This design comes from an exercise in tuning for small area, a short achievable clock period and few clock cycles per item on the open sky130 flow, not from production work.
In this exercise RTL edits were held to simulation tests only and were not proved equivalent to the original.
Power is estimated from default activity; no workload was simulated.

## design/flow/design.v

```verilog
package sid_pkg;
    localparam int OPERAND_WIDTH = 32;
    localparam int STATUS_W      = 2;
    typedef enum logic [STATUS_W-1:0] {
        ST_OK   = STATUS_W'(0),
        ST_OVF  = STATUS_W'(1),
        ST_DIV0 = STATUS_W'(2)
    } t_status;
    localparam logic [OPERAND_WIDTH-1:0] MIN_VAL  = {1'b1, {(OPERAND_WIDTH-1){1'b0}}};
    localparam logic [OPERAND_WIDTH-1:0] MAX_VAL  = {1'b0, {(OPERAND_WIDTH-1){1'b1}}};
    localparam logic [OPERAND_WIDTH-1:0] ALL_ONES = {OPERAND_WIDTH{1'b1}};
    typedef struct packed {
        logic [OPERAND_WIDTH-1:0] rem;
        logic [OPERAND_WIDTH-1:0] nq;
        logic [OPERAND_WIDTH-1:0] dm;
        logic                     neg;
        t_status                  status;
    } t_stage;
endpackage
module signed_int32_divider (
    input  logic        i_clk,
    input  logic        i_rst_n,
    input  logic        i_req_valid,
    output logic        o_req_ready,
    input  logic [31:0] i_req_numerator,
    input  logic [31:0] i_req_denominator,
    output logic        o_rsp_valid,
    input  logic        i_rsp_ready,
    output logic [31:0] o_rsp_quotient,
    output logic [1:0]  o_rsp_status
);
    localparam logic [5:0] RING_WAIT = 6'd32;  
    logic        r_rdy;      
    logic        r_ov;       
    logic        r_kv;       
    logic [31:0] r_oq;
    logic [1:0]  r_os;
    logic [31:0] r_kq;
    logic [1:0]  r_ks;
    logic        r_park;     
    logic [5:0]  r_cnt;      
    assign o_req_ready = r_rdy;
    logic [31:0] s0_n;
    logic [31:0] s0_dm;
    logic        s0_neg;
    logic        w_park;     
    logic        w_take;     
    assign w_take = i_req_valid & r_rdy;
    assign s0_n   = i_req_numerator[31] ? (~i_req_numerator + 32'd1) : i_req_numerator;
    assign s0_dm  = i_req_denominator[31] ? (~i_req_denominator + 32'd1) : i_req_denominator;
    assign s0_neg = i_req_numerator[31] ^ i_req_denominator[31];
    logic        e_v;        
    logic [31:0] e_q;        
    logic        e_neg;
    logic        e_dz;       
    logic        p0_v;
    logic [31:0] p0_n;
    logic [31:0] p0_dm;
    logic        p0_neg;
    always_ff @(posedge i_clk) begin
        if (!i_rst_n) p0_v <= 1'b0;
        else          p0_v <= w_park | w_take;
    end
    always_ff @(posedge i_clk) begin
        p0_n   <= w_park ? e_q : s0_n;
        p0_dm  <= w_park ? {31'd0, ~e_dz} : s0_dm;
        p0_neg <= w_park ? e_neg : s0_neg;
    end
    logic [0:0] t0_sh;
    logic [1:0] t0_df;
    logic       t0_ge;
    logic [0:0] t0_r;
    logic [0:0] t0_q;
    assign t0_sh = p0_n[31];
    assign t0_df = {1'b0, t0_sh} - {1'b0, p0_dm[0:0]};
    assign t0_ge = ~t0_df[1] & ~|p0_dm[31:1];
    assign t0_r  = t0_ge ? t0_df[0:0] : t0_sh;
    assign t0_q  = t0_ge;
    logic        p1_v;
    logic [0:0] p1_r;
    logic [0:0] p1_q;
    logic [30:0] p1_n;
    logic [31:0] p1_dm;
    logic        p1_neg;
    always_ff @(posedge i_clk) begin
        if (!i_rst_n) p1_v <= 1'b0;
        else          p1_v <= p0_v;
    end
    always_ff @(posedge i_clk) begin
        p1_r   <= t0_r;
        p1_q   <= t0_q;
        p1_n   <= p0_n[30:0];
        p1_dm  <= p0_dm;
        p1_neg <= p0_neg;
    end
    logic [31:0] p1_nx;
    assign p1_nx = {{1{1'b0}}, p1_n};
    logic [1:0] t1_sh;
    logic [2:0] t1_df;
    logic       t1_ge;
    logic [1:0] t1_r;
    logic [1:0] t1_q;
    assign t1_sh = {p1_r, p1_nx[30]};
    assign t1_df = {1'b0, t1_sh} - {1'b0, p1_dm[1:0]};
    assign t1_ge = ~t1_df[2] & ~|p1_dm[31:2];
    assign t1_r  = t1_ge ? t1_df[1:0] : t1_sh;
    assign t1_q  = {p1_q, t1_ge};
    logic        p2_v;
    logic [1:0] p2_r;
    logic [1:0] p2_q;
    logic [29:0] p2_n;
    logic [31:0] p2_dm;
    logic        p2_neg;
    always_ff @(posedge i_clk) begin
        if (!i_rst_n) p2_v <= 1'b0;
        else          p2_v <= p1_v;
    end
    always_ff @(posedge i_clk) begin
        p2_r   <= t1_r;
        p2_q   <= t1_q;
        p2_n   <= p1_nx[29:0];
        p2_dm  <= p1_dm;
        p2_neg <= p1_neg;
    end
    logic [31:0] p2_nx;
    assign p2_nx = {{2{1'b0}}, p2_n};
    logic [2:0] t2_sh;
    logic [3:0] t2_df;
    logic       t2_ge;
    logic [2:0] t2_r;
    logic [2:0] t2_q;
    assign t2_sh = {p2_r, p2_nx[29]};
    assign t2_df = {1'b0, t2_sh} - {1'b0, p2_dm[2:0]};
    assign t2_ge = ~t2_df[3] & ~|p2_dm[31:3];
    assign t2_r  = t2_ge ? t2_df[2:0] : t2_sh;
    assign t2_q  = {p2_q, t2_ge};
    logic        p3_v;
    logic [2:0] p3_r;
    logic [2:0] p3_q;
    logic [28:0] p3_n;
    logic [31:0] p3_dm;
    logic        p3_neg;
    always_ff @(posedge i_clk) begin
        if (!i_rst_n) p3_v <= 1'b0;
        else          p3_v <= p2_v;
    end
    always_ff @(posedge i_clk) begin
        p3_r   <= t2_r;
        p3_q   <= t2_q;
        p3_n   <= p2_nx[28:0];
        p3_dm  <= p2_dm;
        p3_neg <= p2_neg;
    end
    logic [31:0] p3_nx;
    assign p3_nx = {{3{1'b0}}, p3_n};
    logic [3:0] t3_sh;
    logic [4:0] t3_df;
    logic       t3_ge;
    logic [3:0] t3_r;
    logic [3:0] t3_q;
    assign t3_sh = {p3_r, p3_nx[28]};
    assign t3_df = {1'b0, t3_sh} - {1'b0, p3_dm[3:0]};
    assign t3_ge = ~t3_df[4] & ~|p3_dm[31:4];
    assign t3_r  = t3_ge ? t3_df[3:0] : t3_sh;
    assign t3_q  = {p3_q, t3_ge};
    logic        p4_v;
    logic [3:0] p4_r;
    logic [3:0] p4_q;
    logic [27:0] p4_n;
    logic [31:0] p4_dm;
    logic        p4_neg;
    always_ff @(posedge i_clk) begin
        if (!i_rst_n) p4_v <= 1'b0;
        else          p4_v <= p3_v;
    end
    always_ff @(posedge i_clk) begin
        p4_r   <= t3_r;
        p4_q   <= t3_q;
        p4_n   <= p3_nx[27:0];
        p4_dm  <= p3_dm;
        p4_neg <= p3_neg;
    end
    logic [31:0] p4_nx;
    assign p4_nx = {{4{1'b0}}, p4_n};
    logic [4:0] t4_sh;
    logic [5:0] t4_df;
    logic       t4_ge;
    logic [4:0] t4_r;
    logic [4:0] t4_q;
    assign t4_sh = {p4_r, p4_nx[27]};
    assign t4_df = {1'b0, t4_sh} - {1'b0, p4_dm[4:0]};
    assign t4_ge = ~t4_df[5] & ~|p4_dm[31:5];
    assign t4_r  = t4_ge ? t4_df[4:0] : t4_sh;
    assign t4_q  = {p4_q, t4_ge};
    logic        p5_v;
    logic [4:0] p5_r;
    logic [4:0] p5_q;
    logic [26:0] p5_n;
    logic [31:0] p5_dm;
    logic        p5_neg;
    always_ff @(posedge i_clk) begin
        if (!i_rst_n) p5_v <= 1'b0;
        else          p5_v <= p4_v;
    end
    always_ff @(posedge i_clk) begin
        p5_r   <= t4_r;
        p5_q   <= t4_q;
        p5_n   <= p4_nx[26:0];
        p5_dm  <= p4_dm;
        p5_neg <= p4_neg;
    end
    logic [31:0] p5_nx;
    assign p5_nx = {{5{1'b0}}, p5_n};
    logic [5:0] t5_sh;
    logic [6:0] t5_df;
    logic       t5_ge;
    logic [5:0] t5_r;
    logic [5:0] t5_q;
    assign t5_sh = {p5_r, p5_nx[26]};
    assign t5_df = {1'b0, t5_sh} - {1'b0, p5_dm[5:0]};
    assign t5_ge = ~t5_df[6] & ~|p5_dm[31:6];
    assign t5_r  = t5_ge ? t5_df[5:0] : t5_sh;
    assign t5_q  = {p5_q, t5_ge};
    logic        p6_v;
    logic [5:0] p6_r;
    logic [5:0] p6_q;
    logic [25:0] p6_n;
    logic [31:0] p6_dm;
    logic        p6_neg;
    always_ff @(posedge i_clk) begin
        if (!i_rst_n) p6_v <= 1'b0;
        else          p6_v <= p5_v;
    end
    always_ff @(posedge i_clk) begin
        p6_r   <= t5_r;
        p6_q   <= t5_q;
        p6_n   <= p5_nx[25:0];
        p6_dm  <= p5_dm;
        p6_neg <= p5_neg;
    end
    logic [31:0] p6_nx;
    assign p6_nx = {{6{1'b0}}, p6_n};
    logic [6:0] t6_sh;
    logic [7:0] t6_df;
    logic       t6_ge;
    logic [6:0] t6_r;
    logic [6:0] t6_q;
    assign t6_sh = {p6_r, p6_nx[25]};
    assign t6_df = {1'b0, t6_sh} - {1'b0, p6_dm[6:0]};
    assign t6_ge = ~t6_df[7] & ~|p6_dm[31:7];
    assign t6_r  = t6_ge ? t6_df[6:0] : t6_sh;
    assign t6_q  = {p6_q, t6_ge};
    logic        p7_v;
    logic [6:0] p7_r;
    logic [6:0] p7_q;
    logic [24:0] p7_n;
    logic [31:0] p7_dm;
    logic        p7_neg;
    always_ff @(posedge i_clk) begin
        if (!i_rst_n) p7_v <= 1'b0;
        else          p7_v <= p6_v;
    end
    always_ff @(posedge i_clk) begin
        p7_r   <= t6_r;
        p7_q   <= t6_q;
        p7_n   <= p6_nx[24:0];
        p7_dm  <= p6_dm;
        p7_neg <= p6_neg;
    end
    logic [31:0] p7_nx;
    assign p7_nx = {{7{1'b0}}, p7_n};
    logic [7:0] t7_sh;
    logic [8:0] t7_df;
    logic       t7_ge;
    logic [7:0] t7_r;
    logic [7:0] t7_q;
    assign t7_sh = {p7_r, p7_nx[24]};
    assign t7_df = {1'b0, t7_sh} - {1'b0, p7_dm[7:0]};
    assign t7_ge = ~t7_df[8] & ~|p7_dm[31:8];
    assign t7_r  = t7_ge ? t7_df[7:0] : t7_sh;
    assign t7_q  = {p7_q, t7_ge};
    logic        p8_v;
    logic [7:0] p8_r;
    logic [7:0] p8_q;
    logic [23:0] p8_n;
    logic [31:0] p8_dm;
    logic        p8_neg;
    always_ff @(posedge i_clk) begin
        if (!i_rst_n) p8_v <= 1'b0;
        else          p8_v <= p7_v;
    end
    always_ff @(posedge i_clk) begin
        p8_r   <= t7_r;
        p8_q   <= t7_q;
        p8_n   <= p7_nx[23:0];
        p8_dm  <= p7_dm;
        p8_neg <= p7_neg;
    end
    logic [31:0] p8_nx;
    assign p8_nx = {{8{1'b0}}, p8_n};
    logic [8:0] t8_sh;
    logic [9:0] t8_df;
    logic       t8_ge;
    logic [8:0] t8_r;
    logic [8:0] t8_q;
    assign t8_sh = {p8_r, p8_nx[23]};
    assign t8_df = {1'b0, t8_sh} - {1'b0, p8_dm[8:0]};
    assign t8_ge = ~t8_df[9] & ~|p8_dm[31:9];
    assign t8_r  = t8_ge ? t8_df[8:0] : t8_sh;
    assign t8_q  = {p8_q, t8_ge};
    logic        p9_v;
    logic [8:0] p9_r;
    logic [8:0] p9_q;
    logic [22:0] p9_n;
    logic [31:0] p9_dm;
    logic        p9_neg;
    always_ff @(posedge i_clk) begin
        if (!i_rst_n) p9_v <= 1'b0;
        else          p9_v <= p8_v;
    end
    always_ff @(posedge i_clk) begin
        p9_r   <= t8_r;
        p9_q   <= t8_q;
        p9_n   <= p8_nx[22:0];
        p9_dm  <= p8_dm;
        p9_neg <= p8_neg;
    end
    logic [31:0] p9_nx;
    assign p9_nx = {{9{1'b0}}, p9_n};
    logic [9:0] t9_sh;
    logic [10:0] t9_df;
    logic       t9_ge;
    logic [9:0] t9_r;
    logic [9:0] t9_q;
    assign t9_sh = {p9_r, p9_nx[22]};
    assign t9_df = {1'b0, t9_sh} - {1'b0, p9_dm[9:0]};
    assign t9_ge = ~t9_df[10] & ~|p9_dm[31:10];
    assign t9_r  = t9_ge ? t9_df[9:0] : t9_sh;
    assign t9_q  = {p9_q, t9_ge};
    logic        p10_v;
    logic [9:0] p10_r;
    logic [9:0] p10_q;
    logic [21:0] p10_n;
    logic [31:0] p10_dm;
    logic        p10_neg;
    always_ff @(posedge i_clk) begin
        if (!i_rst_n) p10_v <= 1'b0;
        else          p10_v <= p9_v;
    end
    always_ff @(posedge i_clk) begin
        p10_r   <= t9_r;
        p10_q   <= t9_q;
        p10_n   <= p9_nx[21:0];
        p10_dm  <= p9_dm;
        p10_neg <= p9_neg;
    end
    logic [31:0] p10_nx;
    assign p10_nx = {{10{1'b0}}, p10_n};
    logic [10:0] t10_sh;
    logic [11:0] t10_df;
    logic       t10_ge;
    logic [10:0] t10_r;
    logic [10:0] t10_q;
    assign t10_sh = {p10_r, p10_nx[21]};
    assign t10_df = {1'b0, t10_sh} - {1'b0, p10_dm[10:0]};
    assign t10_ge = ~t10_df[11] & ~|p10_dm[31:11];
    assign t10_r  = t10_ge ? t10_df[10:0] : t10_sh;
    assign t10_q  = {p10_q, t10_ge};
    logic        p11_v;
    logic [10:0] p11_r;
    logic [10:0] p11_q;
    logic [20:0] p11_n;
    logic [31:0] p11_dm;
    logic        p11_neg;
    always_ff @(posedge i_clk) begin
        if (!i_rst_n) p11_v <= 1'b0;
        else          p11_v <= p10_v;
    end
    always_ff @(posedge i_clk) begin
        p11_r   <= t10_r;
        p11_q   <= t10_q;
        p11_n   <= p10_nx[20:0];
        p11_dm  <= p10_dm;
        p11_neg <= p10_neg;
    end
    logic [31:0] p11_nx;
    assign p11_nx = {{11{1'b0}}, p11_n};
    logic [11:0] t11_sh;
    logic [12:0] t11_df;
    logic       t11_ge;
    logic [11:0] t11_r;
    logic [11:0] t11_q;
    assign t11_sh = {p11_r, p11_nx[20]};
    assign t11_df = {1'b0, t11_sh} - {1'b0, p11_dm[11:0]};
    assign t11_ge = ~t11_df[12] & ~|p11_dm[31:12];
    assign t11_r  = t11_ge ? t11_df[11:0] : t11_sh;
    assign t11_q  = {p11_q, t11_ge};
    logic        p12_v;
    logic [11:0] p12_r;
    logic [11:0] p12_q;
    logic [19:0] p12_n;
    logic [31:0] p12_dm;
    logic        p12_neg;
    always_ff @(posedge i_clk) begin
        if (!i_rst_n) p12_v <= 1'b0;
        else          p12_v <= p11_v;
    end
    always_ff @(posedge i_clk) begin
        p12_r   <= t11_r;
        p12_q   <= t11_q;
        p12_n   <= p11_nx[19:0];
        p12_dm  <= p11_dm;
        p12_neg <= p11_neg;
    end
    logic [31:0] p12_nx;
    assign p12_nx = {{12{1'b0}}, p12_n};
    logic [12:0] t12_sh;
    logic [13:0] t12_df;
    logic       t12_ge;
    logic [12:0] t12_r;
    logic [12:0] t12_q;
    assign t12_sh = {p12_r, p12_nx[19]};
    assign t12_df = {1'b0, t12_sh} - {1'b0, p12_dm[12:0]};
    assign t12_ge = ~t12_df[13] & ~|p12_dm[31:13];
    assign t12_r  = t12_ge ? t12_df[12:0] : t12_sh;
    assign t12_q  = {p12_q, t12_ge};
    logic        p13_v;
    logic [12:0] p13_r;
    logic [12:0] p13_q;
    logic [18:0] p13_n;
    logic [31:0] p13_dm;
    logic        p13_neg;
    always_ff @(posedge i_clk) begin
        if (!i_rst_n) p13_v <= 1'b0;
        else          p13_v <= p12_v;
    end
    always_ff @(posedge i_clk) begin
        p13_r   <= t12_r;
        p13_q   <= t12_q;
        p13_n   <= p12_nx[18:0];
        p13_dm  <= p12_dm;
        p13_neg <= p12_neg;
    end
    logic [31:0] p13_nx;
    assign p13_nx = {{13{1'b0}}, p13_n};
    logic [13:0] t13_sh;
    logic [14:0] t13_df;
    logic       t13_ge;
    logic [13:0] t13_r;
    logic [13:0] t13_q;
    assign t13_sh = {p13_r, p13_nx[18]};
    assign t13_df = {1'b0, t13_sh} - {1'b0, p13_dm[13:0]};
    assign t13_ge = ~t13_df[14] & ~|p13_dm[31:14];
    assign t13_r  = t13_ge ? t13_df[13:0] : t13_sh;
    assign t13_q  = {p13_q, t13_ge};
    logic        p14_v;
    logic [13:0] p14_r;
    logic [13:0] p14_q;
    logic [17:0] p14_n;
    logic [31:0] p14_dm;
    logic        p14_neg;
    always_ff @(posedge i_clk) begin
        if (!i_rst_n) p14_v <= 1'b0;
        else          p14_v <= p13_v;
    end
    always_ff @(posedge i_clk) begin
        p14_r   <= t13_r;
        p14_q   <= t13_q;
        p14_n   <= p13_nx[17:0];
        p14_dm  <= p13_dm;
        p14_neg <= p13_neg;
    end
    logic [31:0] p14_nx;
    assign p14_nx = {{14{1'b0}}, p14_n};
    logic [14:0] t14_sh;
    logic [15:0] t14_df;
    logic       t14_ge;
    logic [14:0] t14_r;
    logic [14:0] t14_q;
    assign t14_sh = {p14_r, p14_nx[17]};
    assign t14_df = {1'b0, t14_sh} - {1'b0, p14_dm[14:0]};
    assign t14_ge = ~t14_df[15] & ~|p14_dm[31:15];
    assign t14_r  = t14_ge ? t14_df[14:0] : t14_sh;
    assign t14_q  = {p14_q, t14_ge};
    logic        p15_v;
    logic [14:0] p15_r;
    logic [14:0] p15_q;
    logic [16:0] p15_n;
    logic [31:0] p15_dm;
    logic        p15_neg;
    always_ff @(posedge i_clk) begin
        if (!i_rst_n) p15_v <= 1'b0;
        else          p15_v <= p14_v;
    end
    always_ff @(posedge i_clk) begin
        p15_r   <= t14_r;
        p15_q   <= t14_q;
        p15_n   <= p14_nx[16:0];
        p15_dm  <= p14_dm;
        p15_neg <= p14_neg;
    end
    logic [31:0] p15_nx;
    assign p15_nx = {{15{1'b0}}, p15_n};
    logic [15:0] t15_sh;
    logic [16:0] t15_df;
    logic       t15_ge;
    logic [15:0] t15_r;
    logic [15:0] t15_q;
    assign t15_sh = {p15_r, p15_nx[16]};
    assign t15_df = {1'b0, t15_sh} - {1'b0, p15_dm[15:0]};
    assign t15_ge = ~t15_df[16] & ~|p15_dm[31:16];
    assign t15_r  = t15_ge ? t15_df[15:0] : t15_sh;
    assign t15_q  = {p15_q, t15_ge};
    logic        p16_v;
    logic [15:0] p16_r;
    logic [15:0] p16_q;
    logic [15:0] p16_n;
    logic [31:0] p16_dm;
    logic        p16_neg;
    always_ff @(posedge i_clk) begin
        if (!i_rst_n) p16_v <= 1'b0;
        else          p16_v <= p15_v;
    end
    always_ff @(posedge i_clk) begin
        p16_r   <= t15_r;
        p16_q   <= t15_q;
        p16_n   <= p15_nx[15:0];
        p16_dm  <= p15_dm;
        p16_neg <= p15_neg;
    end
    logic [31:0] p16_nx;
    assign p16_nx = {{16{1'b0}}, p16_n};
    logic [16:0] t16_sh;
    logic [17:0] t16_df;
    logic       t16_ge;
    logic [16:0] t16_r;
    logic [16:0] t16_q;
    assign t16_sh = {p16_r, p16_nx[15]};
    assign t16_df = {1'b0, t16_sh} - {1'b0, p16_dm[16:0]};
    assign t16_ge = ~t16_df[17] & ~|p16_dm[31:17];
    assign t16_r  = t16_ge ? t16_df[16:0] : t16_sh;
    assign t16_q  = {p16_q, t16_ge};
    logic        p17_v;
    logic [16:0] p17_r;
    logic [16:0] p17_q;
    logic [14:0] p17_n;
    logic [31:0] p17_dm;
    logic        p17_neg;
    always_ff @(posedge i_clk) begin
        if (!i_rst_n) p17_v <= 1'b0;
        else          p17_v <= p16_v;
    end
    always_ff @(posedge i_clk) begin
        p17_r   <= t16_r;
        p17_q   <= t16_q;
        p17_n   <= p16_nx[14:0];
        p17_dm  <= p16_dm;
        p17_neg <= p16_neg;
    end
    logic [31:0] p17_nx;
    assign p17_nx = {{17{1'b0}}, p17_n};
    logic [17:0] t17_sh;
    logic [18:0] t17_df;
    logic       t17_ge;
    logic [17:0] t17_r;
    logic [17:0] t17_q;
    assign t17_sh = {p17_r, p17_nx[14]};
    assign t17_df = {1'b0, t17_sh} - {1'b0, p17_dm[17:0]};
    assign t17_ge = ~t17_df[18] & ~|p17_dm[31:18];
    assign t17_r  = t17_ge ? t17_df[17:0] : t17_sh;
    assign t17_q  = {p17_q, t17_ge};
    logic        p18_v;
    logic [17:0] p18_r;
    logic [17:0] p18_q;
    logic [13:0] p18_n;
    logic [31:0] p18_dm;
    logic        p18_neg;
    always_ff @(posedge i_clk) begin
        if (!i_rst_n) p18_v <= 1'b0;
        else          p18_v <= p17_v;
    end
    always_ff @(posedge i_clk) begin
        p18_r   <= t17_r;
        p18_q   <= t17_q;
        p18_n   <= p17_nx[13:0];
        p18_dm  <= p17_dm;
        p18_neg <= p17_neg;
    end
    logic [31:0] p18_nx;
    assign p18_nx = {{18{1'b0}}, p18_n};
    logic [18:0] t18_sh;
    logic [19:0] t18_df;
    logic       t18_ge;
    logic [18:0] t18_r;
    logic [18:0] t18_q;
    assign t18_sh = {p18_r, p18_nx[13]};
    assign t18_df = {1'b0, t18_sh} - {1'b0, p18_dm[18:0]};
    assign t18_ge = ~t18_df[19] & ~|p18_dm[31:19];
    assign t18_r  = t18_ge ? t18_df[18:0] : t18_sh;
    assign t18_q  = {p18_q, t18_ge};
    logic        p19_v;
    logic [18:0] p19_r;
    logic [18:0] p19_q;
    logic [12:0] p19_n;
    logic [31:0] p19_dm;
    logic        p19_neg;
    always_ff @(posedge i_clk) begin
        if (!i_rst_n) p19_v <= 1'b0;
        else          p19_v <= p18_v;
    end
    always_ff @(posedge i_clk) begin
        p19_r   <= t18_r;
        p19_q   <= t18_q;
        p19_n   <= p18_nx[12:0];
        p19_dm  <= p18_dm;
        p19_neg <= p18_neg;
    end
    logic [31:0] p19_nx;
    assign p19_nx = {{19{1'b0}}, p19_n};
    logic [19:0] t19_sh;
    logic [20:0] t19_df;
    logic       t19_ge;
    logic [19:0] t19_r;
    logic [19:0] t19_q;
    assign t19_sh = {p19_r, p19_nx[12]};
    assign t19_df = {1'b0, t19_sh} - {1'b0, p19_dm[19:0]};
    assign t19_ge = ~t19_df[20] & ~|p19_dm[31:20];
    assign t19_r  = t19_ge ? t19_df[19:0] : t19_sh;
    assign t19_q  = {p19_q, t19_ge};
    logic        p20_v;
    logic [19:0] p20_r;
    logic [19:0] p20_q;
    logic [11:0] p20_n;
    logic [31:0] p20_dm;
    logic        p20_neg;
    always_ff @(posedge i_clk) begin
        if (!i_rst_n) p20_v <= 1'b0;
        else          p20_v <= p19_v;
    end
    always_ff @(posedge i_clk) begin
        p20_r   <= t19_r;
        p20_q   <= t19_q;
        p20_n   <= p19_nx[11:0];
        p20_dm  <= p19_dm;
        p20_neg <= p19_neg;
    end
    logic [31:0] p20_nx;
    assign p20_nx = {{20{1'b0}}, p20_n};
    logic [20:0] t20_sh;
    logic [21:0] t20_df;
    logic       t20_ge;
    logic [20:0] t20_r;
    logic [20:0] t20_q;
    assign t20_sh = {p20_r, p20_nx[11]};
    assign t20_df = {1'b0, t20_sh} - {1'b0, p20_dm[20:0]};
    assign t20_ge = ~t20_df[21] & ~|p20_dm[31:21];
    assign t20_r  = t20_ge ? t20_df[20:0] : t20_sh;
    assign t20_q  = {p20_q, t20_ge};
    logic        p21_v;
    logic [20:0] p21_r;
    logic [20:0] p21_q;
    logic [10:0] p21_n;
    logic [31:0] p21_dm;
    logic        p21_neg;
    always_ff @(posedge i_clk) begin
        if (!i_rst_n) p21_v <= 1'b0;
        else          p21_v <= p20_v;
    end
    always_ff @(posedge i_clk) begin
        p21_r   <= t20_r;
        p21_q   <= t20_q;
        p21_n   <= p20_nx[10:0];
        p21_dm  <= p20_dm;
        p21_neg <= p20_neg;
    end
    logic [31:0] p21_nx;
    assign p21_nx = {{21{1'b0}}, p21_n};
    logic [21:0] t21_sh;
    logic [22:0] t21_df;
    logic       t21_ge;
    logic [21:0] t21_r;
    logic [21:0] t21_q;
    assign t21_sh = {p21_r, p21_nx[10]};
    assign t21_df = {1'b0, t21_sh} - {1'b0, p21_dm[21:0]};
    assign t21_ge = ~t21_df[22] & ~|p21_dm[31:22];
    assign t21_r  = t21_ge ? t21_df[21:0] : t21_sh;
    assign t21_q  = {p21_q, t21_ge};
    logic        p22_v;
    logic [21:0] p22_r;
    logic [21:0] p22_q;
    logic [9:0] p22_n;
    logic [31:0] p22_dm;
    logic        p22_neg;
    always_ff @(posedge i_clk) begin
        if (!i_rst_n) p22_v <= 1'b0;
        else          p22_v <= p21_v;
    end
    always_ff @(posedge i_clk) begin
        p22_r   <= t21_r;
        p22_q   <= t21_q;
        p22_n   <= p21_nx[9:0];
        p22_dm  <= p21_dm;
        p22_neg <= p21_neg;
    end
    logic [31:0] p22_nx;
    assign p22_nx = {{22{1'b0}}, p22_n};
    logic [22:0] t22_sh;
    logic [23:0] t22_df;
    logic       t22_ge;
    logic [22:0] t22_r;
    logic [22:0] t22_q;
    assign t22_sh = {p22_r, p22_nx[9]};
    assign t22_df = {1'b0, t22_sh} - {1'b0, p22_dm[22:0]};
    assign t22_ge = ~t22_df[23] & ~|p22_dm[31:23];
    assign t22_r  = t22_ge ? t22_df[22:0] : t22_sh;
    assign t22_q  = {p22_q, t22_ge};
    logic        p23_v;
    logic [22:0] p23_r;
    logic [22:0] p23_q;
    logic [8:0] p23_n;
    logic [31:0] p23_dm;
    logic        p23_neg;
    always_ff @(posedge i_clk) begin
        if (!i_rst_n) p23_v <= 1'b0;
        else          p23_v <= p22_v;
    end
    always_ff @(posedge i_clk) begin
        p23_r   <= t22_r;
        p23_q   <= t22_q;
        p23_n   <= p22_nx[8:0];
        p23_dm  <= p22_dm;
        p23_neg <= p22_neg;
    end
    logic [31:0] p23_nx;
    assign p23_nx = {{23{1'b0}}, p23_n};
    logic [23:0] t23_sh;
    logic [24:0] t23_df;
    logic       t23_ge;
    logic [23:0] t23_r;
    logic [23:0] t23_q;
    assign t23_sh = {p23_r, p23_nx[8]};
    assign t23_df = {1'b0, t23_sh} - {1'b0, p23_dm[23:0]};
    assign t23_ge = ~t23_df[24] & ~|p23_dm[31:24];
    assign t23_r  = t23_ge ? t23_df[23:0] : t23_sh;
    assign t23_q  = {p23_q, t23_ge};
    logic        p24_v;
    logic [23:0] p24_r;
    logic [23:0] p24_q;
    logic [7:0] p24_n;
    logic [31:0] p24_dm;
    logic        p24_neg;
    always_ff @(posedge i_clk) begin
        if (!i_rst_n) p24_v <= 1'b0;
        else          p24_v <= p23_v;
    end
    always_ff @(posedge i_clk) begin
        p24_r   <= t23_r;
        p24_q   <= t23_q;
        p24_n   <= p23_nx[7:0];
        p24_dm  <= p23_dm;
        p24_neg <= p23_neg;
    end
    logic [31:0] p24_nx;
    assign p24_nx = {{24{1'b0}}, p24_n};
    logic [24:0] t24_sh;
    logic [25:0] t24_df;
    logic       t24_ge;
    logic [24:0] t24_r;
    logic [24:0] t24_q;
    assign t24_sh = {p24_r, p24_nx[7]};
    assign t24_df = {1'b0, t24_sh} - {1'b0, p24_dm[24:0]};
    assign t24_ge = ~t24_df[25] & ~|p24_dm[31:25];
    assign t24_r  = t24_ge ? t24_df[24:0] : t24_sh;
    assign t24_q  = {p24_q, t24_ge};
    logic        p25_v;
    logic [24:0] p25_r;
    logic [24:0] p25_q;
    logic [6:0] p25_n;
    logic [31:0] p25_dm;
    logic        p25_neg;
    always_ff @(posedge i_clk) begin
        if (!i_rst_n) p25_v <= 1'b0;
        else          p25_v <= p24_v;
    end
    always_ff @(posedge i_clk) begin
        p25_r   <= t24_r;
        p25_q   <= t24_q;
        p25_n   <= p24_nx[6:0];
        p25_dm  <= p24_dm;
        p25_neg <= p24_neg;
    end
    logic [31:0] p25_nx;
    assign p25_nx = {{25{1'b0}}, p25_n};
    logic [25:0] t25_sh;
    logic [26:0] t25_df;
    logic       t25_ge;
    logic [25:0] t25_r;
    logic [25:0] t25_q;
    assign t25_sh = {p25_r, p25_nx[6]};
    assign t25_df = {1'b0, t25_sh} - {1'b0, p25_dm[25:0]};
    assign t25_ge = ~t25_df[26] & ~|p25_dm[31:26];
    assign t25_r  = t25_ge ? t25_df[25:0] : t25_sh;
    assign t25_q  = {p25_q, t25_ge};
    logic        p26_v;
    logic [25:0] p26_r;
    logic [25:0] p26_q;
    logic [5:0] p26_n;
    logic [31:0] p26_dm;
    logic        p26_neg;
    always_ff @(posedge i_clk) begin
        if (!i_rst_n) p26_v <= 1'b0;
        else          p26_v <= p25_v;
    end
    always_ff @(posedge i_clk) begin
        p26_r   <= t25_r;
        p26_q   <= t25_q;
        p26_n   <= p25_nx[5:0];
        p26_dm  <= p25_dm;
        p26_neg <= p25_neg;
    end
    logic [31:0] p26_nx;
    assign p26_nx = {{26{1'b0}}, p26_n};
    logic [26:0] t26_sh;
    logic [27:0] t26_df;
    logic       t26_ge;
    logic [26:0] t26_r;
    logic [26:0] t26_q;
    assign t26_sh = {p26_r, p26_nx[5]};
    assign t26_df = {1'b0, t26_sh} - {1'b0, p26_dm[26:0]};
    assign t26_ge = ~t26_df[27] & ~|p26_dm[31:27];
    assign t26_r  = t26_ge ? t26_df[26:0] : t26_sh;
    assign t26_q  = {p26_q, t26_ge};
    logic        p27_v;
    logic [26:0] p27_r;
    logic [26:0] p27_q;
    logic [4:0] p27_n;
    logic [31:0] p27_dm;
    logic        p27_neg;
    always_ff @(posedge i_clk) begin
        if (!i_rst_n) p27_v <= 1'b0;
        else          p27_v <= p26_v;
    end
    always_ff @(posedge i_clk) begin
        p27_r   <= t26_r;
        p27_q   <= t26_q;
        p27_n   <= p26_nx[4:0];
        p27_dm  <= p26_dm;
        p27_neg <= p26_neg;
    end
    logic [31:0] p27_nx;
    assign p27_nx = {{27{1'b0}}, p27_n};
    logic [27:0] t27_sh;
    logic [28:0] t27_df;
    logic       t27_ge;
    logic [27:0] t27_r;
    logic [27:0] t27_q;
    assign t27_sh = {p27_r, p27_nx[4]};
    assign t27_df = {1'b0, t27_sh} - {1'b0, p27_dm[27:0]};
    assign t27_ge = ~t27_df[28] & ~|p27_dm[31:28];
    assign t27_r  = t27_ge ? t27_df[27:0] : t27_sh;
    assign t27_q  = {p27_q, t27_ge};
    logic        p28_v;
    logic [27:0] p28_r;
    logic [27:0] p28_q;
    logic [3:0] p28_n;
    logic [31:0] p28_dm;
    logic        p28_neg;
    always_ff @(posedge i_clk) begin
        if (!i_rst_n) p28_v <= 1'b0;
        else          p28_v <= p27_v;
    end
    always_ff @(posedge i_clk) begin
        p28_r   <= t27_r;
        p28_q   <= t27_q;
        p28_n   <= p27_nx[3:0];
        p28_dm  <= p27_dm;
        p28_neg <= p27_neg;
    end
    logic [31:0] p28_nx;
    assign p28_nx = {{28{1'b0}}, p28_n};
    logic [28:0] t28_sh;
    logic [29:0] t28_df;
    logic       t28_ge;
    logic [28:0] t28_r;
    logic [28:0] t28_q;
    assign t28_sh = {p28_r, p28_nx[3]};
    assign t28_df = {1'b0, t28_sh} - {1'b0, p28_dm[28:0]};
    assign t28_ge = ~t28_df[29] & ~|p28_dm[31:29];
    assign t28_r  = t28_ge ? t28_df[28:0] : t28_sh;
    assign t28_q  = {p28_q, t28_ge};
    logic        p29_v;
    logic [28:0] p29_r;
    logic [28:0] p29_q;
    logic [2:0] p29_n;
    logic [31:0] p29_dm;
    logic        p29_neg;
    always_ff @(posedge i_clk) begin
        if (!i_rst_n) p29_v <= 1'b0;
        else          p29_v <= p28_v;
    end
    always_ff @(posedge i_clk) begin
        p29_r   <= t28_r;
        p29_q   <= t28_q;
        p29_n   <= p28_nx[2:0];
        p29_dm  <= p28_dm;
        p29_neg <= p28_neg;
    end
    logic [31:0] p29_nx;
    assign p29_nx = {{29{1'b0}}, p29_n};
    logic [29:0] t29_sh;
    logic [30:0] t29_df;
    logic       t29_ge;
    logic [29:0] t29_r;
    logic [29:0] t29_q;
    assign t29_sh = {p29_r, p29_nx[2]};
    assign t29_df = {1'b0, t29_sh} - {1'b0, p29_dm[29:0]};
    assign t29_ge = ~t29_df[30] & ~|p29_dm[31:30];
    assign t29_r  = t29_ge ? t29_df[29:0] : t29_sh;
    assign t29_q  = {p29_q, t29_ge};
    logic        p30_v;
    logic [29:0] p30_r;
    logic [29:0] p30_q;
    logic [1:0] p30_n;
    logic [31:0] p30_dm;
    logic        p30_neg;
    always_ff @(posedge i_clk) begin
        if (!i_rst_n) p30_v <= 1'b0;
        else          p30_v <= p29_v;
    end
    always_ff @(posedge i_clk) begin
        p30_r   <= t29_r;
        p30_q   <= t29_q;
        p30_n   <= p29_nx[1:0];
        p30_dm  <= p29_dm;
        p30_neg <= p29_neg;
    end
    logic [31:0] p30_nx;
    assign p30_nx = {{30{1'b0}}, p30_n};
    logic [30:0] t30_sh;
    logic [31:0] t30_df;
    logic       t30_ge;
    logic [30:0] t30_r;
    logic [30:0] t30_q;
    assign t30_sh = {p30_r, p30_nx[1]};
    assign t30_df = {1'b0, t30_sh} - {1'b0, p30_dm[30:0]};
    assign t30_ge = ~t30_df[31] & ~|p30_dm[31:31];
    assign t30_r  = t30_ge ? t30_df[30:0] : t30_sh;
    assign t30_q  = {p30_q, t30_ge};
    logic        p31_v;
    logic [30:0] p31_r;
    logic [30:0] p31_q;
    logic [0:0] p31_n;
    logic [31:0] p31_dm;
    logic        p31_neg;
    always_ff @(posedge i_clk) begin
        if (!i_rst_n) p31_v <= 1'b0;
        else          p31_v <= p30_v;
    end
    always_ff @(posedge i_clk) begin
        p31_r   <= t30_r;
        p31_q   <= t30_q;
        p31_n   <= p30_nx[0:0];
        p31_dm  <= p30_dm;
        p31_neg <= p30_neg;
    end
    logic [31:0] p31_nx;
    assign p31_nx = {{31{1'b0}}, p31_n};
    logic [31:0] t31_sh;
    logic [32:0] t31_df;
    logic       t31_ge;
    logic [31:0] t31_q;
    assign t31_sh = {p31_r, p31_nx[0]};
    assign t31_df = {1'b0, t31_sh} - {1'b0, p31_dm[31:0]};
    assign t31_ge = ~t31_df[32];
    assign t31_q  = {p31_q, t31_ge};
    logic        p32_v;
    logic [31:0] p32_q;
    logic        p32_neg;
    logic        p32_dz;
    always_ff @(posedge i_clk) begin
        if (!i_rst_n) p32_v <= 1'b0;
        else          p32_v <= p31_v;
    end
    always_ff @(posedge i_clk) begin
        p32_q   <= t31_q;
        p32_neg <= p31_neg;
        p32_dz  <= ~|p31_dm;
    end
    assign e_v   = p32_v;
    assign e_q   = p32_q;
    assign e_neg = p32_neg;
    assign e_dz  = p32_dz;
    logic [31:0] f_q;
    logic [31:0] f_low;      
    logic        f_ovf;
    logic [31:0] f_quot;
    logic [1:0]  f_st;
    assign f_ovf  = ~e_neg & e_q[31];
    assign f_low[0] = 1'b0;
    for (genvar i = 1; i < 32; i++) begin : g_low
        assign f_low[i] = |e_q[i-1:0];
    end
    assign f_q    = e_neg ? (e_q ^ f_low) : e_q;
    assign f_quot = e_dz ? 32'd0 : (f_ovf ? 32'h7FFF_FFFF : f_q);
    assign f_st   = e_dz ? 2'd2 : (f_ovf ? 2'd1 : 2'd0);
    logic w_head;    
    logic w_outok;   
    logic w_push;    
    logic w_oen;     
    logic w_kv;      
    logic w_parkn;   
    assign w_head  = r_park & (r_cnt == 6'd0);
    assign w_outok = ~r_kv & (~r_park | w_head);
    assign w_push  = e_v & w_outok;
    assign w_park  = e_v & ~w_outok;
    assign w_oen   = ~r_ov | i_rsp_ready;
    assign w_kv    = (r_kv | w_push) & ~w_oen;
    assign w_parkn = w_park | (r_park & ~w_head);
    always_ff @(posedge i_clk) begin
        if (!i_rst_n) begin
            r_ov   <= 1'b0;
            r_kv   <= 1'b0;
            r_park <= 1'b0;
            r_rdy  <= 1'b1;
        end else begin
            if (w_oen) r_ov <= r_kv | w_push;
            r_kv   <= w_kv;
            r_park <= w_parkn;
            r_rdy  <= ~w_parkn & ~(p31_v & w_kv);
        end
    end
    always_ff @(posedge i_clk) begin
        if (w_park & (~r_park | w_head)) r_cnt <= RING_WAIT;
        else                             r_cnt <= r_cnt - 6'd1;
    end
    always_ff @(posedge i_clk) begin
        if (w_oen) begin
            r_oq <= r_kv ? r_kq : f_quot;
            r_os <= r_kv ? r_ks : f_st;
        end
        if (~r_kv) begin
            r_kq <= f_quot;
            r_ks <= f_st;
        end
    end
    assign o_rsp_valid    = r_ov;
    assign o_rsp_quotient = r_oq;
    assign o_rsp_status   = r_os;
endmodule
```

## design/flow/run.sh

```bash
#!/bin/bash
# synth_recipe.tcl (not shown) runs the flow's synth.tcl, then flattens the netlist and writes it again
# the make line also repeats each setting of config.mk as NAME=value (left out here)
make -C /OpenROAD-flow-scripts/flow DESIGN_CONFIG=/design/flow/config.mk WORK_HOME=/design/flow/orfs CLKGATE_MAP_FILE= SYNTH_SCRIPT=/design/flow/synth_recipe.tcl finish
```

## design/flow/config.mk

```make
export PLATFORM = sky130hd
export DESIGN_NAME = signed_int32_divider
export DESIGN_NICKNAME = signed_int32_divider
export VERILOG_FILES = /design/flow/design.v
export SDC_FILE = /design/flow/constraint.sdc
export NUM_CORES = 4
export LEC_CHECK = 0
export ABC_AREA = 1
export CAP_MARGIN = 20
export CORE_MARGIN = 2
export CORE_UTILIZATION = 60
export SETUP_SLACK_MARGIN = 1.8
export SLEW_MARGIN = 20
```

## design/flow/constraint.sdc

```tcl
create_clock -name core_clock -period 4.4 [get_ports {i_clk}]
set_input_delay 0.8800 -clock core_clock [delete_from_list [all_inputs] [get_ports {i_clk}]]
set_output_delay 0.8800 -clock core_clock [all_outputs]
set_load 0.01 [all_outputs]
```

==> summary.md, run 1 <==
| Metric | Value |
|---|---|
| Static Leakage | 57.1 nW |
| DRC errors left | 0 |
| DRT iter0 DRCs | between 5000 and 6000 |
| Via/cell ratio | 5.13 |
| Max IR drop VDD | ~0.5 mV |
| Syn Nets | 12320 |
| Post-synth top area share | 54.4% |
| Met2 Track Usage GR | roughly 50% |
| Number of clock sinks | 2721 |
| Dominant synthesized flop cell | dfxtp_1 |
| Worst hold slack | about 260 ps |
| YS warnings | 1 |
| Global placer's final weighted congestion | 0.968 |
| Synth top area cells | dfxtp_1 (54%), nand2_1 (14%), ha_1 (6.8%), inv_1 (6.7%), nand3_1 (2.9%) |
| Fin Setup TNS | 0 ps |
| Post-synth top area cell | dfxtp_1 |
| Final Core Density | 68.7% |
| Critical path required time | 3520 ps |
| MaxCap Viol Count | 0 |
| Crit-path slowest cell | edfxtp_1 |
| Final min period | approximately 2600 ps |
| Die width | 410 um |
| Worst Hold Class | flop to flop |
| Worst-skew pair later-pin latency | 940 ps |
| Critical path data arrival time | 1680 ps |
| RSZ-0062 raised after global routing | no |
| Max clock buf depth | 4 |
| Clock Skews | 101 ps |
| Total die area | around 170000 um2 |
| Row cnt | 148 |
| Initial Util | between 60 and 70% |
| Crit Path Max Fanout | 1 |
| Hpwl dp | about 190000 um |
| Cells after Synth | between 10000 and 15000 |
| Area Growth Syn to Fin | 13.3% |
| Port Buffers | just over 100 |
| Layer with the highest usage | met2 |
| Final Hold Fails | 0 |
| Max H-tree Level | 5 |
| Cell variety after synth | 61 |
| CP Launch Point | r_oq[17]$_DFFE_PP_ |
| Final setup viols | 0 |
| # fillers | around 13000 |
| Antenna-violating nets left | 0 |
| Highest clock rate | between 300 and 400 MHz |
| Met3 Resource Use GR | 4.41% |
| Total CTS buffers | 281 |
| Post-synthesis sequential area ratio | 55.5% |
| Hold Path Origin | p4_n[17]$_DFF_P_ |
| DIE HEIGHT | 410 um |
| Initial antenna violation count | 13 |
| WL per Instance | 17.6 um |
| Multi-input logic area | 36900 um2 |
| Crit-path max cell delay | 550 ps |
| Clock transition at the registers of the reported paths | about 70 ps |
| CTS tree | built |
| Crit path launch type | flop |
| Largest net degree at the start of global routing | 47 |
| First-pass GRT wire length | 390000 um |
| Vias | approximately 74000 |
| Synth cell count leaders | nand2_1 (3569), dfxtp_1 (2687), inv_1 (1761), nor2_1 (647), nand3_1 (577) |
| Final slew viol count | 0 |
| Remaining Overflow, GRT | 0 |
| Fin crit share | 58.1% |
| Met1 usage | 38.8% |
| Synth Area per Inst | 8.46 um2 |
| Vias in the first global route | approximately 71000 |
| Clock Root Buffer | clkbuf_16 |
| WL final | 253000 um |
| Mapped Area | around 100000 um2 |
| Outcome | timing/DRC/antenna clean |
| Router iterations before antenna repair | 7 |
| PD cells | 562 nW/um2 |
| Max-Slew Margin vs Limit | between 20% and 30% |
| Worst path buffer plus inverter count | 1 |
| Most common cell in the synthesized netlist | nand2_1 |
| Global Route Usage Sum | 29.5% |
| Cell-by-cell trace of the critical path | clkbuf_2 |
| Post-synth EDFFs | 34 |
| Crit Path Category | flop to primary output |
| Post-synth ARST share | 0% |
| CORE AREA | 163000 um2 |
| Worst Tran Pin Value | 1090 ps |
| CP Capture Type | primary output |
| CP delay by family, top | flip-flops |
| Synthesized flop and latch total | 2721 |
| Top Ports | 104 |
| Nets | 12636 |
| Layout cell share with drive strength beyond 1 | under 10% |
| Register area | 54800 um2 |
| Critical R2R Launch | p27_n[4]$_DFF_P_ |
placed cells by master (no fill, tap or decap), drive strengths merged, types with 7 or more instances in the layout:
master / Yosys / layout
nand4: 117 / 117
clkinvlp: 0 / 19
xor2: 119 / 119
buf: 79 / 33
nor4: 87 / 87
dfxtp: 2687 / 2687
edfxtp: 34 / 34
o21ai: 431 / 432
clkinv: 6 / 50
diode: 0 / 8
bufinv: 0 / 30
fa: 30 / 30
a21oi: 431 / 431
and2: 33 / 33
nand3: 579 / 579
and3: 8 / 8
o21bai: 52 / 52
clkbuf: 31 / 377
a31oi: 10 / 10
inv: 1780 / 1792
nor3: 92 / 92
a21boi: 7 / 7
o21a: 11 / 11
nand2: 3605 / 3609
nor2: 672 / 673
dlygate4sd2: 0 / 32
clkdlybuf4s50: 0 / 67
nand3b: 18 / 18
or2: 18 / 18
a21o: 31 / 31
xnor2: 157 / 157
ha: 534 / 534
stage by stage:
| stage | instance area [um2] | setup slack (ps) | std cells | power [mW] |
|---|---|---|---|---|
| 6_report | 112000 | 1840 | 14383 | 63.0 |
| 5_1_grt | 112000 | 1740 | 14377 | 65.8 |
| 4_1_cts | 112000 | 1660 | 14355 | 63.1 |
| 3_5_place_dp | 102000 | 1300 | 13874 | 39.0 |
| 3_3_place_gp | 102000 | 1180 | 13874 | 38.7 |
| 2_1_floorplan | 98800 | 2240 | 11688 | 35.8 |
what timing repair did:
item / 4_1_cts / 5_1_grt
setup buffers: 2 / 13
setup endpoints to repair: 205 / 264
hold buffers: 0 / 0
pin swaps: 2 / 5
resized for setup: 63 / 52
cloned: 0 / 7
path summary, 6_finish.rpt:
path / end / slack [ps] / cells after the start
max: o_rsp_quotient[17] / 1840 / 1
min: p5_n[17]$_DFF_P_ / 260 / 0
min reg2reg: p5_n[17]$_DFF_P_ / 260 / 0
max reg2reg: p28_r[5]$_DFF_P_ / 1870 / 11
power by group:
part           switching, mW  total [mW]  internal (mW)
registers               1.34        28.2           26.8
logic                   6.78        10.6           3.79
clock network           9.62        24.2           14.6
area by class of cell:
cell class                 count  area share [%]
tap                         2175            2.43
clock inverter               105            1.29
timing repair buffer         137            1.21
multi-input combinational   7077            33.0
inverter                    1786            6.01
sequential                  2721            48.9
antenna                        8          0.0179
clock buffer                 374            7.16
metal layers:
layer / routed length (um) / share of wire [%]
met5: 22 / 0.0087
met4: 7760 / 3.1
met3: 16100 / 6.4
met2: 119000 / 47
met1: 110000 / 44
cells by family after synthesis:
| kind of cell | after synthesis | synth area share, % |
|---|---|---|
| fa+ha+maj | 564 | 7.37 |
| buf+inv | 1896 | 7.46 |
| flops | 2721 | 55.5 |
| compound gates | 999 | 5.52 |
| xor+xnor | 276 | 2.45 |
| simple gates | 5232 | 21.8 |
Testbench counts, summed over its fixed seeds: cycles 9,872, items 9,600.
==> run 2: changes to the inputs <==
--- a/design/flow/config.mk
+++ b/design/flow/config.mk
@@ -10,4 +10,5 @@
 export CORE_MARGIN = 2
 export CORE_UTILIZATION = 60
-export SETUP_SLACK_MARGIN = 1.8
+export CTS_BUF_LIST = sky130_fd_sc_hd__clkbuf_8
+export SETUP_SLACK_MARGIN = 2.2
 export SLEW_MARGIN = 20
==> summary.md, run 2 <==
| Metric | Value |
|---|---|
| Final setup viols | 0 (unchanged) |
| Commonest non-fill, non-tap cell in the layout | nand2_1 |
| Post-synth top area share | 54.4% (unchanged) |
| Worst path buffer plus inverter count | 1 (unchanged) |
| Hold_buf cts | 0 (unchanged) |
| Outcome | timing/DRC/antenna clean |
| RSZ-0062 raised after global routing | yes |
| CORE AREA | 163000 um2 (unchanged) |
| Layout cell share with drive strength beyond 1 | 13.3% (+7.9 points) |
| Final std cells w/o fill | 14766 (+2.7%) |
| Reg2reg path depth | 12 (+1) |
| Global placer's final weighted congestion | 0.968 (unchanged) |
| CP delay by family, top | flip-flops |
| Largest net degree at the start of global routing | 40 (-15%) |
| Cell-by-cell trace of the critical path | buf_2 |
| Synth cell count leaders | nand2_1 (3569), dfxtp_1 (2687), inv_1 (1761), nor2_1 (647), nand3_1 (577) |
| DRT iter0 DRCs | 6054 (+7.8%) |
| Number of clock sinks | 2721 (unchanged) |
| WL final | 263000 um (+3.9%) |
| Clock Skews | 108 ps (+7.46 ps) |
| Router iterations before antenna repair | 6 (-1) |
| YS warnings | 1 (unchanged) |
| Hold Path Origin | p4_n[19]$_DFF_P_ |
| Reg2reg setup slack | 2130 ps (+260 ps) |
| Via/cell ratio | 5.14 (+0.26%) |
| Worst r2r dst | p28_r[2]$_DFF_P_ |
| Remaining Overflow, GRT | 0 (unchanged) |
| Area Growth Syn to Fin | 18.0% |
| Clock transition at the registers of the reported paths | 70 ps (about the same) |
| Fin crit share | 61.3% (+3.2 points) |
| Max H-tree Level | 5 (unchanged) |
| Cells after Synth | 11688 (unchanged) |
| Die width | 410 um (unchanged) |
| Crit-path max cell delay | 550 ps (about the same) |
| Post-synth top area cell | dfxtp_1 |
| Worst-skew pair later-pin latency | 1070 ps (+130 ps) |
| Synth Area per Inst | 8.46 um2 (unchanged) |
| Worst Tran Pin Value | 1130 ps (+41.2 ps) |
| Hold depth | 0 (unchanged) |
| WL per Instance | 17.8 um (+1.2%) |
| Crit Path Category | flop to primary output |
| Worst hold slack | 252 ps (-5.16 ps) |
| Post-synth ARST share | 0% (unchanged) |
| Row cnt | 148 (unchanged) |
| Dominant synthesized flop cell | dfxtp_1 |
| Final min period | 2700 ps (+139 ps) |
| Total CTS buffers | 406 (+44%) |
| Synthesized flop and latch total | 2721 (unchanged) |
| Initial Util | 60.6% (unchanged) |
| DRC errors left | 0 (unchanged) |
| Final slew viol count | 0 (unchanged) |
| Mapped Area | 98800 um2 (unchanged) |
| CP Capture Type | primary output |
| Crit Path Max Fanout | 1 (unchanged) |
| Total Power | 61.3 mW (-2.7%) |
| Max clock buf depth | 4 (unchanged) |
| PD cells | 525 nW/um2 (-6.5%) |
| Worst Hold Class | flop to flop |
| Crit-path slowest cell | edfxtp_1 |
| Hpwl dp | 188000 um (unchanged) |
| Vias in the first global route | 73172 (+2.5%) |
| DIE HEIGHT | 410 um (unchanged) |
| Max-Slew Margin vs Limit | 24.1% (-3.0 points) |
| Syn Nets | 12320 (unchanged) |
| Fin Setup TNS | 0 ps (unchanged) |
| Cell variety after synth | 61 (unchanged) |
| Vias | 75952 (+2.9%) |
| Highest clock rate | 371 MHz (-5.1%) |
| Final Hold Fails | 0 (unchanged) |
| Clock Root Buffer | clkbuf_8 |
| Antenna-violating nets left | 0 (unchanged) |
| Port Buffers | 103 (unchanged) |
| Nets | 12924 (+2.3%) |
| Static Leakage | 58.5 nW (+2.5%) |
| Top Ports | 104 (unchanged) |
| CTS tree | built |
| Critical path required time | 3520 ps (about the same) |
| Synth top area cells | dfxtp_1 (54%), nand2_1 (14%), ha_1 (6.8%), inv_1 (6.7%), nand3_1 (2.9%) |
| Crit path launch type | flop |
| MaxCap Viol Count | 0 (unchanged) |
| Global Route Usage Sum | 29.9% (+0.47 points) |
| First-pass GRT wire length | 396000 um (+1.6%) |
| Hold endpoint | p5_n[19]$_DFF_P_ |
| Post-synthesis sequential area ratio | 55.5% (unchanged) |
| Total die area | 168000 um2 (unchanged) |
| Final Core Density | 71.5% (+2.8 points) |
| Critical R2R Launch | p27_r[0]$_DFF_P_ |
| Most common cell in the synthesized netlist | nand2_1 |
| Initial antenna violation count | 19 (+6) |
| Dpl cells | 13874 (unchanged) |
| Most frequent cells in the layout | nand2_1 (3365), dfxtp_1 (2578), inv_1 (1840) |
| Max IR drop VDD | 0.554 mV (+9.8%) |
| Critical path data arrival time | 1820 ps (+140 ps) |
| Post-synth EDFFs | 34 (unchanged) |
==> run 2: layer usage <==
metal / track usage (%) / vias to the layer above / share of wire, %
met2: 49.7 / 2233 / 47
met3: 4.90 / 540 / 6.3
met1: 39.7 / 35399 / 44
met5: 0 / - / 0.0049
met4: 10.0 / 2 / 3.1
li1: - / 37778 / -
==> run 2: how the worst max path moves through the flow <==
stage	from	end	slack, ps	depth (start not counted)
5_1_grt	r_oq[17]$_DFFE_PP_	o_rsp_quotient[17]	1650	1
4_1_cts	r_oq[17]$_DFFE_PP_	o_rsp_quotient[17]	1630	1
2_1_floorplan	i_req_numerator[1]	p0_n[26]$_DFF_P_	2240	9
6_report	r_oq[17]$_DFFE_PP_	o_rsp_quotient[17]	1700	1
3_3_place_gp	i_req_numerator[1]	p0_n[26]$_DFF_P_	1180	10
3_5_place_dp	i_req_numerator[0]	p0_n[30]$_DFF_P_	1300	10
==> run 2: area by class of cell <==
class                   count  area, um2
clock inverters           205       1500
well taps                2175       2720
multi-input cells        7097      40800
fillers                 12277      46500
diodes                      5       12.5
repair buffers            279       2940
repair inverters            1       11.3
flip-flops and latches   2721      55000
inverters                1786       6780
clock buffers             497       6840
==> run 2: repair_timing <==
item,4_1_cts,5_1_grt
gates resized for setup,505,643
pin swaps,39,126
setup endpoints to repair,605,521
gates cloned,25,22
setup buffers,46,92
==> run 2: metrics by stage <==
stage	setup WS [ps]	area, um2
global placement	1180	102000
CTS	1630	113000
detailed placement	1300	102000
finish	1700	117000
floorplan	2240	98800
global route	1650	117000
==> run 2: cell families (layout without fill, tap and decap cells) <==
| kind of cell | Yosys count | in the layout | synth area share (%) |
|---|---|---|---|
| DFF | 2721 | 2721 | 55.5 |
| xor gates and xnor gates | 276 | 276 | 2.45 |
| other | 0 | 5 | 0 |
| buffers and inverters | 1896 | 2768 | 7.46 |
| and+or+nand+nor | 5232 | 5257 | 21.8 |
| AOI/OAI and AO/OA | 999 | 1000 | 5.52 |
| adders and majority gates | 564 | 564 | 7.37 |
==> run 2: power breakdown <==
part           total (mW)  internal [mW]  leakage (nW)  switching (mW)
Sequential           28.3           26.9          22.8            1.46
Clock                20.8           11.4          4.69            9.38
Combinational        12.2           4.72          31.0            7.45
==> run 3: changes to the inputs <==
==> design/flow/flow/run.sh (new file) <==
#!/bin/bash
# The standard layout, with the port buffers made of plain buffers
# (buffer_ports otherwise picks a delay cell, which slows the I/O paths).
set -euo pipefail
export BUFFER_PORTS_ARGS="-buffer_cell sky130_fd_sc_hd__buf_2"
bash standard.sh > flow.log 2>&1
==> design/flow/standard.sh (new file) <==
#!/bin/bash
# synth_recipe.tcl (not shown) runs the flow's synth.tcl, then flattens the netlist and writes it again
# the make line also repeats each setting of config.mk as NAME=value (left out here)
make -C /OpenROAD-flow-scripts/flow DESIGN_CONFIG=/design/flow/config.mk WORK_HOME=/design/flow/orfs CLKGATE_MAP_FILE= SYNTH_SCRIPT=/design/flow/synth_recipe.tcl "${@:-finish}"
--- a/design/flow/config.mk
+++ b/design/flow/config.mk
@@ -10,5 +10,4 @@
 export CORE_MARGIN = 2
 export CORE_UTILIZATION = 60
-export CTS_BUF_LIST = sky130_fd_sc_hd__clkbuf_8
-export SETUP_SLACK_MARGIN = 2.2
+export SETUP_SLACK_MARGIN = 1.8
 export SLEW_MARGIN = 20
removed: design/flow/run.sh
==> summary.md, run 3 <==
| Metric | Value |
|---|---|
| Crit Path Category | flop to primary output |
| DRC errors left | 0 (unchanged) |
| Synth cell count leaders | nand2_1 (3569), dfxtp_1 (2687), inv_1 (1761), nor2_1 (647), nand3_1 (577) |
| Fin crit share | 58.8% (-2.5 points) |
| Clock Root Buffer | clkbuf_16 |
| Final min period | 2590 ps (-109 ps) |
| Total CTS buffers | 278 (-32%) |
| Die width | 410 um (unchanged) |
| Final Hold Fails | 0 (unchanged) |
| Clock Skews | 84.7 ps (-23.8 ps) |
| Clock transition at the registers of the reported paths | 60 ps (about the same) |
| Vias in the first global route | 71514 (-2.3%) |
| Crit Path Max Fanout | 1 (unchanged) |
| Most common cell in the synthesized netlist | nand2_1 |
| Initial antenna violation count | 24 (+5) |
| Layout cell share with drive strength beyond 1 | 6.03% (-7.2 points) |
| Worst hold slack | 175 ps (-77.8 ps) |
| Clock share of power | 37.5% (+3.6 points) |
| Post-synth top area cell | dfxtp_1 |
| WL final | 252000 um (-4.4%) |
| Post-synth ARST share | 0% (unchanged) |
| Port Buffers | 103 (unchanged) |
| Hold Path Origin | i_req_denominator[12] |
| Post-synth top area share | 54.4% (unchanged) |
| Hold_buf cts | 0 (unchanged) |
| Cell-by-cell trace of the critical path | buf_2 |
| MaxCap Viol Count | 0 (unchanged) |
| Outcome | timing/DRC/antenna clean |
| Mapped Area | 98800 um2 (unchanged) |
| Synthesized flop and latch total | 2721 (unchanged) |
| CP Capture Type | primary output |
| Commonest non-fill, non-tap cell in the layout | nand2_1 |
| Crit-path max cell delay | 550 ps (about the same) |
| Max clock buf depth | 4 (unchanged) |
| Worst Tran Pin Value | 1140 ps (+8.49 ps) |
| Router iterations before antenna repair | 7 (+1) |
| Global Route Usage Sum | 29.4% (-0.56 points) |
| Initial Util | 60.6% (unchanged) |
| Switch share | 28.4% (-1.5 points) |
| CTS tree | built |
| Max H-tree Level | 5 (unchanged) |
| Area Growth Syn to Fin | 12.5% |
| CP delay by family, top | flip-flops |
| P_sw | 17.6 mW (-3.8%) |
| # fillers | 12961 (+5.6%) |
| Setup ws final | 1810 ps (+109 ps) |
| PD cells | 558 nW/um2 (+6.2%) |
| Row cnt | 148 (unchanged) |
| Critical path required time | 3520 ps (about the same) |
| Nets | 12631 (-2.3%) |
| Cell variety after synth | 61 (unchanged) |
| Combinational share of power | 17.0% (-2.9 points) |
| Hpwl dp | 188000 um (about the same) |
| Flop pwr share | 45.4% (-0.8 points) |
| YS warnings | 1 (unchanged) |
| Most frequent cells in the layout | nand2_1 (3554), dfxtp_1 (2686), inv_1 (1759) |
| Total die area | 168000 um2 (unchanged) |
| Final setup viols | 0 (unchanged) |
| WL per Instance | 17.5 um (-1.7%) |
| Dominant synthesized flop cell | dfxtp_1 |
| Static Leakage | 56.9 nW (-2.8%) |
| Top Ports | 104 (unchanged) |
| Worst Hold Class | input port to flop |
| Worst-skew pair later-pin latency | 940 ps (-130 ps) |
| DRT iter0 DRCs | 5789 (-4.4%) |
| CORE AREA | 163000 um2 (unchanged) |
| Max IR drop VDD | 0.525 mV (-5.3%) |
| Highest clock rate | 387 MHz (+4.2%) |
| Largest net degree at the start of global routing | 47 (+18%) |
| Final slew viol count | 0 (unchanged) |
| Via/cell ratio | 5.12 (-0.41%) |
| P_int | 44.4 mW (+3.4%) |
| Antenna-violating nets left | 0 (unchanged) |
| Fin Setup TNS | 0 ps (unchanged) |
| Global placer's final weighted congestion | 0.990 (+2.2%) |
| Total Power | 62.0 mW (+1.2%) |
| Post-Place Worst Slack | 1520 ps (+221 ps) |
| CP Launch Point | r_oq[16]$_DFFE_PP_ |
| Cells after Synth | 11688 (unchanged) |
| Remaining Overflow, GRT | 0 (unchanged) |
| Critical path data arrival time | 1710 ps (-110 ps) |
| Syn Nets | 12320 (unchanged) |
| Post-synth EDFFs | 34 (unchanged) |
| DIE HEIGHT | 410 um (unchanged) |
| Critical R2R Launch | p4_dm[2]$_DFF_P_ |
| Synth top area cells | dfxtp_1 (54%), nand2_1 (14%), ha_1 (6.8%), inv_1 (6.7%), nand3_1 (2.9%) |
| Max-Slew Margin vs Limit | 23.8% (-0.29 points) |
| Crit path launch type | flop |
| Synth Area per Inst | 8.46 um2 (unchanged) |
| Number of clock sinks | 2721 (unchanged) |
| RSZ-0062 raised after global routing | yes |
| Worst path buffer plus inverter count | 1 (unchanged) |
| First-pass GRT wire length | 388000 um (-2.0%) |
| Vias | 73609 (-3.1%) |
| Crit-path slowest cell | edfxtp_1 |
| Post-synthesis sequential area ratio | 55.5% (unchanged) |
| Reg2reg setup slack | 1820 ps (-310 ps) |
[run 3: cell counts after synthesis]
No cell type changed its count.
[run 3: final cells by class]
type | instances | area [um2] | area share [%]
antenna | 4 | 10.0 | 0.00900
clock buffer | 380 | 7980 | 7.18
clock inverter | 91 | 1100 | 0.987
inverter | 1786 | 6730 | 6.05
multi-input combinational | 7076 | 36900 | 33.2
sequential | 2721 | 54800 | 49.3
tap | 2175 | 2720 | 2.45
timing repair buffer | 136 | 917 | 0.825
[run 3: what timing repair did]
action,CTS,global route
gates resized for setup,21,51
gates cloned,0,6
pin swaps,1,10
setup buffers,0,17
endpoints found under the setup margin,149,362
[run 3: path summary, 6_finish.rpt]
check,endpoint,cells after the start
hold / removal,p0_dm[12]$_SDFF_PP0_,2
setup reg to reg,p5_r[3]$_DFF_P_,9
setup / recovery,o_rsp_quotient[16],1
hold reg to reg,p20_q[2]$_DFF_P_,0
[run 3: through the flow]
| step | std cells | utilization, % | instance area, um2 |
|---|---|---|---|
| 2_1_floorplan | 11688 | - | 98800 |
| 3_3_place_gp | 13871 | 62.2 | 102000 |
| 3_5_place_dp | 13871 | 62.2 | 102000 |
| 4_1_cts | 14342 | 67.8 | 111000 |
| 5_1_grt | 14365 | 68.1 | 111000 |
| 6_report | 14369 | 68.1 | 111000 |
[run 3: cells by family after synthesis]
group / after synthesis / share of synthesized area, %
adders and majority gates: 564 / 7.37
buffers and inverters: 1896 / 7.46
DFF: 2721 / 55.5
xor gates and xnor gates: 276 / 2.45
AOI/OAI and AO/OA: 999 / 5.52
and+or+nand+nor: 5232 / 21.8
[run 3: power groups by stage]
| stage | Combinational [mW] | Clock, mW | Sequential [mW] |
|---|---|---|---|
| 2_1_floorplan | 7.82 | 0 | 28.0 |
| 3_3_place_gp | 10.0 | 0 | 28.7 |
| 3_5_place_dp | 10.2 | 0 | 28.7 |
| 4_1_cts | 10.3 | 23.6 | 28.2 |
| 5_1_grt | 11.9 | 24.7 | 28.3 |
| 6_report | 10.6 | 23.3 | 28.2 |
[run 3: metal layers]
layer  GRT usage, %  vias to the layer above  wire (um)
met1           37.9                    33762     109000
met3           4.94                      525      15300
met5              0                        -        157
li1               -                    37076          -
met2           49.7                     2224     118000
met4           10.3                       22       8570

[re-timing with driven ports]
The flow's constraints put no driver on any port. The routed layouts listed below were extracted and timed again, unchanged, in two steps.
Step 1, drivers: a clkbuf_16 drives i_clk and a buf_2 each remaining input, both assumed.
Step 2 times the ports against the registers' clock, not the clock port: input delays grow and output delays shrink by t, the midpoint of the rising clock arrivals with the driver on.
Three values: ideal, step 1, step 2; two values: the first two.
run	shift t [ns]	setup WS [ns]	worst hold slack (ns)	slew at the worst register clock pin (ns)	pins driven straight from the clock port
run 1	0.982	1.843 / 1.753 / 1.273	0.258 / 0.258 / 0.258	0.07 / 0.07	1
run 2	1.106	1.705 / 1.625 / 1.268	0.252 / 0.252 / 0.252	0.08 / 0.08	1
run 3	0.987	1.814 / 1.725 / 1.646	0.175 / 0.121 / 0.280	0.07 / 0.07	1
After both steps setup and hold are still met in every run listed. The setup slack of run 1, which loses most, moves by -0.090 ns with the drivers and by -0.570 ns with both steps.
